Context: an optimization exercise on an open-source flow, tuned for small area. The choices shown serve that exercise and are no tape-out recipe. Where RTL was checked, it was by simulation tests only, not by an equivalence proof against the original. Power and IR drop assume default switching activity.

==> trial 16 <==
==> flow/design.v (excerpt) <==
module wallaceTree
(
	input logic clk,
	input logic rstN,
	input logic [337:0] rows,
	input logic inValid,
	output logic [47:0] product,
	output logic outValid
);
export LEC_CHECK = 0
export CAP_MARGIN = 20
export CORE_MARGIN = 2
export CORE_UTILIZATION = 40
export SLEW_MARGIN = 20
export SYNTH_HIERARCHICAL = 1
create_clock -name core_clock -period 3.0 [get_ports {clk}]
standard.sh (not shown) runs the stock make flow with config.mk's settings and CLKGATE_MAP_FILE= SYNTH_SCRIPT=/design/flow/synth_recipe.tcl, a recipe that flattens the netlist after the stock synthesis.
==> flow/flow/run.sh <==
#!/bin/bash
# Standard layout with smaller port buffers and no CTS dummy loads.
export BUFFER_PORTS_ARGS="-buffer_cell sky130_fd_sc_hd__buf_1"
export CTS_ARGS="-sink_clustering_enable -repair_clock_nets -dont_use_dummy_load -buf_list {sky130_fd_sc_hd__clkbuf_4 sky130_fd_sc_hd__clkbuf_8} -sink_clustering_size 30 -sink_clustering_max_diameter 100"
bash standard.sh > standard.log 2>&1
status=$?
tail -20 standard.log
exit $status
==> inputs of build 84, as changes to trial 16 <==
==> flow/flow/run.sh (replaced) <==
#!/bin/bash
# Standard layout with smaller port buffers and no CTS dummy loads.
export BUFFER_PORTS_ARGS="-buffer_cell sky130_fd_sc_hd__buf_1"
export CTS_ARGS="-sink_clustering_enable -repair_clock_nets -dont_use_dummy_load -buf_list {sky130_fd_sc_hd__clkbuf_8} -sink_clustering_size 50 -sink_clustering_max_diameter 200"
bash standard.sh > standard.log 2>&1
status=$?
tail -20 standard.log
exit $status
==> comparison table <==
	trial 16	build 84
Startpoint type of the worst setup path	input port	input port
Ys Warns	9	9
Proportion of register bits with asynchronous set or reset after synthesis	1.648%	1.648%
Worst Hold Path EP	uEarly.earlyValid	uEarly.earlyValid
Std-Cell Rows	59	59
Arrival time reported for the critical path endpoint	3180 ps	3180 ps
Clk. pwr	0.00120 W	0.00120 W
M1 GR Usage	19.16%	19.16%
Fraction of the core area covered by cells at the end of the flow	49.33%	49.33%
Number of max-slew violations in the final report	0	0
Overall Global Routing Usage	16.38%	16.38%
Outcome	timing/DRC/antenna clean	timing/DRC/antenna clean
Combined buffer and inverter count along the critical path	1	1
Launch instance of the worst min-delay path	inValid	inValid
Data required time at the worst endpoint	3340 ps	3340 ps
Initial Utilization	40.91%	40.91%
Min Clock Period, post-route	2839 ps	2839 ps
Period utilisation layout	94.64%	94.64%
Largest clock skew in the final design	45.69 ps	45.69 ps
Endpoint type of the worst setup path	register	register
Signal buf overhead	11.55%	11.55%
Reg-to-reg endpoint	uLate.sumQ[36]	uLate.sumQ[36]
Share of the synthesized netlist area taken by xor and xnor gates	1.715%	1.715%
Number of H-tree branching levels	4	4

* * *

==> run B <==
Another version of the RTL of wallaceTree (not shown whole).
clock: 3.0 ns
lec_check: 0
abc_area: 1
cap_margin: 20
core_margin: 2
core_utilization: 30
slew_margin: 20
synth_hierarchical: 1
==> flow/flow/run.sh <==
#!/bin/bash
# Standard layout with smaller port buffers and no CTS dummy loads.
export BUFFER_PORTS_ARGS="-buffer_cell sky130_fd_sc_hd__buf_1"
export CTS_ARGS="-sink_clustering_enable -repair_clock_nets -dont_use_dummy_load -buf_list {sky130_fd_sc_hd__clkbuf_4 sky130_fd_sc_hd__clkbuf_8} -sink_clustering_size 30 -sink_clustering_max_diameter 100"
bash standard.sh > standard.log 2>&1
status=$?
tail -20 standard.log
exit $status
==> inputs of run F, as changes to run B <==
ABC_AREA = unset   (was 1)
CORE_UTILIZATION = 35   (was 30)
==> inputs of run R, as changes to run B <==
ABC_AREA = unset   (was 1)
GPL_TIMING_DRIVEN = 0   (was unset)
==> summary.txt <==
- Power, highest first: run F, run R, run B.
- Via count: run R < run F < run B.
- The highest sequential share of layout area belongs to run F, the lowest to run B.
- Of run F and run B, run B has the higher non-clock buffer count (gap 1).
- Of run F and run B, run F has the higher first-iteration DRC count (gap 140%, measured against run B).
- In run R the clock skew is lower than in run F, by 0.0014 ns.
- In sequential power, run F and run B hardly differ.
- Against run B, the synthesized cell count of run F is smaller by 6.0%.

* * *

==> inputs of v21 <==
Another version of the RTL of wallaceTree (not shown whole).
Settings: LEC_CHECK=0, CAP_MARGIN=20, CORE_MARGIN=2, CORE_UTILIZATION=30, GPL_TIMING_DRIVEN=0, SLEW_MARGIN=20, SYNTH_HIERARCHICAL=1; clock period 3.0 ns.
Scripts as last shown in full above: flow/flow/run.sh
==> v34 (differences from v21) <==
--- a/flow/design.v
+++ b/flow/design.v
@@ -9,13 +9,10 @@
 `timescale 1ns/1ps
 module fullAdder (input logic a, input logic b, input logic c, output logic s, output logic co);
 	assign s = a ^ b ^ c;
 	assign co = (a & b) | (a & c) | (b & c);
 endmodule
-module sumXor (input logic a, input logic b, output logic y);
-	assign y = a ^ b;
-endmodule
 module halfAdder (input logic a, input logic b, output logic s, output logic co);
 	assign s = a ^ b;
 	assign co = a & b;
 endmodule
 module earlyReducer
@@ -343,18 +340,18 @@
 	assign w586 = w578 | (w579 & w582);
 	assign w587 = w562 | (w561 & w575);
 	assign w588 = w566 | (w565 & w582);
 	assign w589 = w570 | (w569 & w586);
 	assign w590 = w574 | (w573 & w585);
-	sumXor uw591 (.a(w559), .b(w558), .y(w591));
-	sumXor uw592 (.a(w561), .b(w575), .y(w592));
-	sumXor uw593 (.a(w563), .b(w587), .y(w593));
-	sumXor uw594 (.a(w565), .b(w582), .y(w594));
-	sumXor uw595 (.a(w567), .b(w588), .y(w595));
-	sumXor uw596 (.a(w569), .b(w586), .y(w596));
-	sumXor uw597 (.a(w571), .b(w589), .y(w597));
-	sumXor uw598 (.a(w573), .b(w585), .y(w598));
+	assign w591 = w559 ^ w558;
+	assign w592 = w561 ^ w575;
+	assign w593 = w563 ^ w587;
+	assign w594 = w565 ^ w582;
+	assign w595 = w567 ^ w588;
+	assign w596 = w569 ^ w586;
+	assign w597 = w571 ^ w589;
+	assign w598 = w573 ^ w585;
 	halfAdder uw599 (.a(w545), .b(w543), .s(w599), .co(w600));
 	fullAdder uw601 (.a(w546), .b(w548), .c(w600), .s(w601), .co(w602));
 	assign w603 = w550 ^ w549 ^ w602;
 	assign w604 = ~w603;
 	always_ff @(posedge clk) begin
@@ -572,41 +569,41 @@
 	assign l141 = l44 | (l43 & l128);
 	assign l142 = l48 | (l47 & l120);
 	assign l143 = l52 | (l51 & l129);
 	assign l144 = l56 | (l55 & l123);
 	assign l145 = l60 | (l59 & l130);
-	sumXor ul146 (.a(l1), .b(carryQ), .y(l146));
-	sumXor ul147 (.a(l3), .b(l63), .y(l147));
-	sumXor ul148 (.a(l5), .b(l131), .y(l148));
-	sumXor ul149 (.a(l7), .b(l94), .y(l149));
-	sumXor ul150 (.a(l9), .b(l132), .y(l150));
-	sumXor ul151 (.a(l11), .b(l124), .y(l151));
-	sumXor ul152 (.a(l13), .b(l133), .y(l152));
-	sumXor ul153 (.a(l15), .b(l109), .y(l153));
-	sumXor ul154 (.a(l17), .b(l134), .y(l154));
-	sumXor ul155 (.a(l19), .b(l125), .y(l155));
-	sumXor ul156 (.a(l21), .b(l135), .y(l156));
-	sumXor ul157 (.a(l23), .b(l121), .y(l157));
-	sumXor ul158 (.a(l25), .b(l136), .y(l158));
-	sumXor ul159 (.a(l27), .b(l126), .y(l159));
-	sumXor ul160 (.a(l29), .b(l137), .y(l160));
-	sumXor ul161 (.a(l31), .b(l116), .y(l161));
-	sumXor ul162 (.a(l33), .b(l138), .y(l162));
-	sumXor ul163 (.a(l35), .b(l127), .y(l163));
-	sumXor ul164 (.a(l37), .b(l139), .y(l164));
-	sumXor ul165 (.a(l39), .b(l122), .y(l165));
-	sumXor ul166 (.a(l41), .b(l140), .y(l166));
-	sumXor ul167 (.a(l43), .b(l128), .y(l167));
-	sumXor ul168 (.a(l45), .b(l141), .y(l168));
-	sumXor ul169 (.a(l47), .b(l120), .y(l169));
-	sumXor ul170 (.a(l49), .b(l142), .y(l170));
-	sumXor ul171 (.a(l51), .b(l129), .y(l171));
-	sumXor ul172 (.a(l53), .b(l143), .y(l172));
-	sumXor ul173 (.a(l55), .b(l123), .y(l173));
-	sumXor ul174 (.a(l57), .b(l144), .y(l174));
-	sumXor ul175 (.a(l59), .b(l130), .y(l175));
-	sumXor ul176 (.a(l61), .b(l145), .y(l176));
+	assign l146 = l1 ^ carryQ;
+	assign l147 = l3 ^ l63;
+	assign l148 = l5 ^ l131;
+	assign l149 = l7 ^ l94;
+	assign l150 = l9 ^ l132;
+	assign l151 = l11 ^ l124;
+	assign l152 = l13 ^ l133;
+	assign l153 = l15 ^ l109;
+	assign l154 = l17 ^ l134;
+	assign l155 = l19 ^ l125;
+	assign l156 = l21 ^ l135;
+	assign l157 = l23 ^ l121;
+	assign l158 = l25 ^ l136;
+	assign l159 = l27 ^ l126;
+	assign l160 = l29 ^ l137;
+	assign l161 = l31 ^ l116;
+	assign l162 = l33 ^ l138;
+	assign l163 = l35 ^ l127;
+	assign l164 = l37 ^ l139;
+	assign l165 = l39 ^ l122;
+	assign l166 = l41 ^ l140;
+	assign l167 = l43 ^ l128;
+	assign l168 = l45 ^ l141;
+	assign l169 = l47 ^ l120;
+	assign l170 = l49 ^ l142;
+	assign l171 = l51 ^ l129;
+	assign l172 = l53 ^ l143;
+	assign l173 = l55 ^ l123;
+	assign l174 = l57 ^ l144;
+	assign l175 = l59 ^ l130;
+	assign l176 = l61 ^ l145;
 	assign l177 = pairQ[62] ^ l119;
 	assign l178 = l119 & pairQ[62];
 	assign l179 = pairQ[63] ^ l178;
 	assign l180 = l178 & pairQ[63];
 	assign l181 = pairQ[64] ^ l180;
GPL_TIMING_DRIVEN = default   (was 0)
==> results_dict.tcl <==
set metrics [dict create \
    fin_util_pct 37.4 \
    use_met3_pct 4.00 \
    status "complete, no violations" \
    grt_pass1_vias 7210 \
    synth_fp_nets 1329 \
    grt.met1_usage_pct 13.6 \
]
-- figures above: v34

==> results_dict.tcl <==
set metrics [dict create \
    grt_pass1_vias 7136 \
    use_met3_pct 3.23 \
    grt.met1_usage_pct 13.2 \
    fin_util_pct 37.3 \
    port_buffers 387 \
    hold_path_class "input pin to flop" \
    pre_cts_ws_ns -0.297 \
    status "complete, no violations" \
    synth_fp_nets 1316 \
]
-- figures above: v21

The RTL of v21 was laid out without a check of its function.

==> what the ideal ports hide <==
Ports are ideal in the flow. The routed layouts listed here were re-timed in OpenROAD.
Step 1 sets driving cells, clkbuf_16 on the clock port and buf_2 on the other inputs (assumed; they add their load-dependent delay and slew).
Step 2, shift: input delay + t, output delay - t, t = (earliest + latest rising clock arrival at the registers) / 2. This alone moves slack from input paths to output paths.
a / b / c = ideal ports / drivers / drivers and shift; a / b = the first two.
run	shift t [ns]	setup slack, ns	clock arrival spread, ns	worst slew at a driven data input, ns
trial 16	0.475	0.161 / 0.182 / -0.293	0.047 / 0.046	0.06
build 84	0.475	0.161 / 0.182 / -0.293	0.047 / 0.046	0.06
run B	0.491	0.168 / 0.187 / -0.304	0.027 / 0.027	0.05
run F	0.471	0.119 / 0.138 / -0.333	0.038 / 0.037	0.07
run R	0.478	0.090 / 0.106 / -0.372	0.036 / 0.036	0.09
v21	0.481	0.135 / 0.152 / -0.329	0.026 / 0.026	0.05
v34	0.485	0.147 / 0.150 / -0.321	0.033 / 0.032	0.07
With both steps, setup timing fails in every run listed, where it was met with ideal ports. For run B, which loses most, drivers alone change the setup slack by +0.019 ns; drivers and shift together by -0.472 ns.
